From an optimization exercise on the open Yosys and OpenROAD flow, aimed at small area and a short achievable clock period; shortcuts taken in it are not production practice.
Only simulation tests tie the RTL to the original design; equivalence was not proved.
Power figures rest on the tool's default switching activity, not on a simulated workload.

## main
## cic_decim_mc
module cic_decim_mc #(
    parameter int CHANNELS     = 2,
    parameter int DIN_W        = 12,
    parameter int DOUT_W       = 16,
    parameter int STAGES       = 4,
    parameter int RATE_W       = 13,
    parameter int MAX_RATE     = 4096,
    parameter int DEFAULT_RATE = 4
) (
    input  logic                       dspclk,
    input  logic                       reset,
    input  logic                       sclr,
    input  logic                       rate_we,
    input  logic [RATE_W-1:0]          rate,
    input  logic                       nd,
    input  logic [CHANNELS*DIN_W-1:0]  din,
    output logic                       rfd,
    output logic                       rdy,
    output logic [CHANNELS*DOUT_W-1:0] dout
);
Size: roughly 3200 cells after synthesis, ~76 I/O pins, ~0.049 mm^2 of cells after synthesis.
clock: 11.0 ns
lec_check: 0
cap_margin: 20
core_margin: 2
core_utilization: 50
cts_buf_list: sky130_fd_sc_hd__clkbuf_16
cts_cluster_diameter: 150
cts_cluster_size: 22
slew_margin: 20
standard.sh (not shown) runs the stock make flow with config.mk's settings and CLKGATE_MAP_FILE= SYNTH_SCRIPT=/design/flow/synth_recipe.tcl, a recipe that flattens the netlist after the stock synthesis.
==> flow/flow/run.sh <==
#!/bin/bash
set -euo pipefail
NETLIST="$PWD/orfs/results/sky130hd/cic_decim_mc/base/1_2_yosys.v"
bash standard.sh "$NETLIST" > flow_synth.log 2>&1
cp "$NETLIST" "$PWD/orfs/results/sky130hd/cic_decim_mc/base/1_2_yosys_standard.v"
python3 flow/polarity.py "$NETLIST" > flow_polarity.log 2>&1
bash standard.sh SETUP_SLACK_MARGIN=6.05 "BUFFER_PORTS_ARGS=-buffer_cell sky130_fd_sc_hd__buf_1" finish > flow_make.log 2>&1
Other scripts of this flow, unchanged in this note and not shown: flow/flow/polarity.py
The inputs of the feature branch differ from those of main as listed below.
- changing CORE_UTILIZATION from 50 to 55
==> run notes <==
Flip-flop and latch share of the layout cell area (the feature branch over main): increase, 0.22 points
main → the feature branch: number of placement rows decreased 4.4%; shortest clock period the worst path allows after layout up 9.2 ps.
Comparing main against the feature branch, there is no change at all in net count after synthesis.
The feature branch did not stop at any stage, and its layout met the timing, design-rule and antenna checks.
In the feature branch, the setup slack came out 9.2 ps below the value in main.
Routed wire length improves in the feature branch relative to main.
| power | the feature branch vs main | better |
Compared with main, the router placed fewer vias in the feature branch.
Re well tap count: the feature branch is 8.7% down on main.

cic_decim_mc, a different RTL version from the one above (not shown whole).
For scale: roughly 3,200 cells after synthesis, about 76 I/O pins, roughly 0.050 mm^2 of cells after synthesis.
==> flow/config.mk <==
export PLATFORM = sky130hd
export DESIGN_NAME = cic_decim_mc
export DESIGN_NICKNAME = cic_decim_mc
export VERILOG_FILES = /design/flow/design.v
export SDC_FILE = /design/flow/constraint.sdc
export NUM_CORES = 4
export LEC_CHECK = 0
export CAP_MARGIN = 20
export CORE_MARGIN = 2
export CORE_UTILIZATION = 55
export CTS_BUF_LIST = sky130_fd_sc_hd__clkbuf_16
export CTS_CLUSTER_DIAMETER = 150
export CTS_CLUSTER_SIZE = 22
export SLEW_MARGIN = 20
==> flow/constraint.sdc <==
create_clock -name core_clock -period 11.0 [get_ports {dspclk}]
set_input_delay 2.2000 -clock core_clock [delete_from_list [all_inputs] [get_ports {dspclk}]]
set_output_delay 2.2000 -clock core_clock [all_outputs]
set_load 0.01 [all_outputs]
==> flow/flow/run.sh <==
#!/bin/bash
set -euo pipefail
NETLIST="$PWD/orfs/results/sky130hd/cic_decim_mc/base/1_2_yosys.v"
bash standard.sh "$NETLIST" > flow_synth.log 2>&1
cp "$NETLIST" "$PWD/orfs/results/sky130hd/cic_decim_mc/base/1_2_yosys_standard.v"
python3 flow/polarity.py "$NETLIST" > flow_polarity.log 2>&1
bash standard.sh SETUP_SLACK_MARGIN=6.25 "BUFFER_PORTS_ARGS=-buffer_cell sky130_fd_sc_hd__buf_1" finish > flow_make.log 2>&1
Other scripts of this flow, unchanged in this note and not shown: flow/flow/polarity.py
The first run passed the timing, design-rule and antenna checks.
Then changed:
==> flow/flow/run.sh (replaced) <==
#!/bin/bash
set -euo pipefail
NETLIST="$PWD/orfs/results/sky130hd/cic_decim_mc/base/1_2_yosys.v"
bash standard.sh "$NETLIST" > flow_synth.log 2>&1
cp "$NETLIST" "$PWD/orfs/results/sky130hd/cic_decim_mc/base/1_2_yosys_standard.v"
python3 flow/polarity.py "$NETLIST" > flow_polarity.log 2>&1
bash standard.sh SETUP_SLACK_MARGIN=6.05 "BUFFER_PORTS_ARGS=-buffer_cell sky130_fd_sc_hd__buf_1" finish > flow_make.log 2>&1
Setup slack loses 0.0075 ns; combinational power fell by a few percent; clock power barely changes; routed wire length decreases by a few percent; area after synthesis does not change; first-iteration DRC count went down by a little under a tenth; critical path depth stays the same; non-clock buffer count goes down by 31.
Then changed:
==> flow/flow/run.sh (replaced) <==
#!/bin/bash
set -euo pipefail
NETLIST="$PWD/orfs/results/sky130hd/cic_decim_mc/base/1_2_yosys.v"
bash standard.sh "$NETLIST" > flow_synth.log 2>&1
cp "$NETLIST" "$PWD/orfs/results/sky130hd/cic_decim_mc/base/1_2_yosys_standard.v"
python3 flow/polarity.py "$NETLIST" > flow_polarity.log 2>&1
bash standard.sh SETUP_SLACK_MARGIN=6.1 "BUFFER_PORTS_ARGS=-buffer_cell sky130_fd_sc_hd__buf_1" finish > flow_make.log 2>&1
Settings changed: CTS_CLUSTER_SIZE 22 to 25.
Effect: Critical path depth is unchanged. Global-route usage came out higher by 0.43 points. Power came out lower by 0.34%.
Then changed:
Settings changed: CTS_CLUSTER_SIZE 25 to 22.
What happened: The changed run went through all stages and came out clean. Register-to-register slack gets worse by 0.02 ns. Utilization goes up by 0.13 points. Final cell count hardly moves. Sequential share of layout area goes down by 0.12 points. Hold slack gets worse by 0.015 ns. Area after synthesis is unchanged. Via count goes up by 0.38%. Clock-buffer cell count goes up by 7. Clock skew goes down by 0.014 ns. Synthesized cell count does not change. Setup slack gets worse by 0.011 ns.

==> static timing again, ports no longer ideal <==
Ports are ideal in the flow. The routed layouts listed here were re-timed in OpenROAD. Step 1 sets driving cells, clkbuf_16 on the clock port and buf_2 on the other inputs (assumed; they add their load-dependent delay and slew). Step 2 adds t to the input delays and takes it off the output delays; t is the mean of the earliest and latest rising clock arrival at the registers after step 1. Input paths then give back, and output paths get back, about the clock's delay inside the block. Slacks: ideal / step 1 / step 2; pairs: ideal / step 1.
run	shift t [ns]	slack for setup (ns)	cell pins on the clock port's net
main	0.732	6.091 / 6.069 / 6.069	1
the feature branch	0.713	6.082 / 6.057 / 6.057	1
the first run of note 2	0.736	6.094 / 6.042 / 6.042	1
the second run of note 2	0.710	6.086 / 6.059 / 6.059	1
the third run of note 2	0.707	6.076 / 6.035 / 6.035	1
the fourth run of note 2	0.708	6.065 / 6.032 / 6.032	1
After both steps every run listed still meets setup and hold. For the first run of note 2, which loses most, drivers alone change the setup slack by -0.052 ns; drivers and shift together by -0.052 ns.
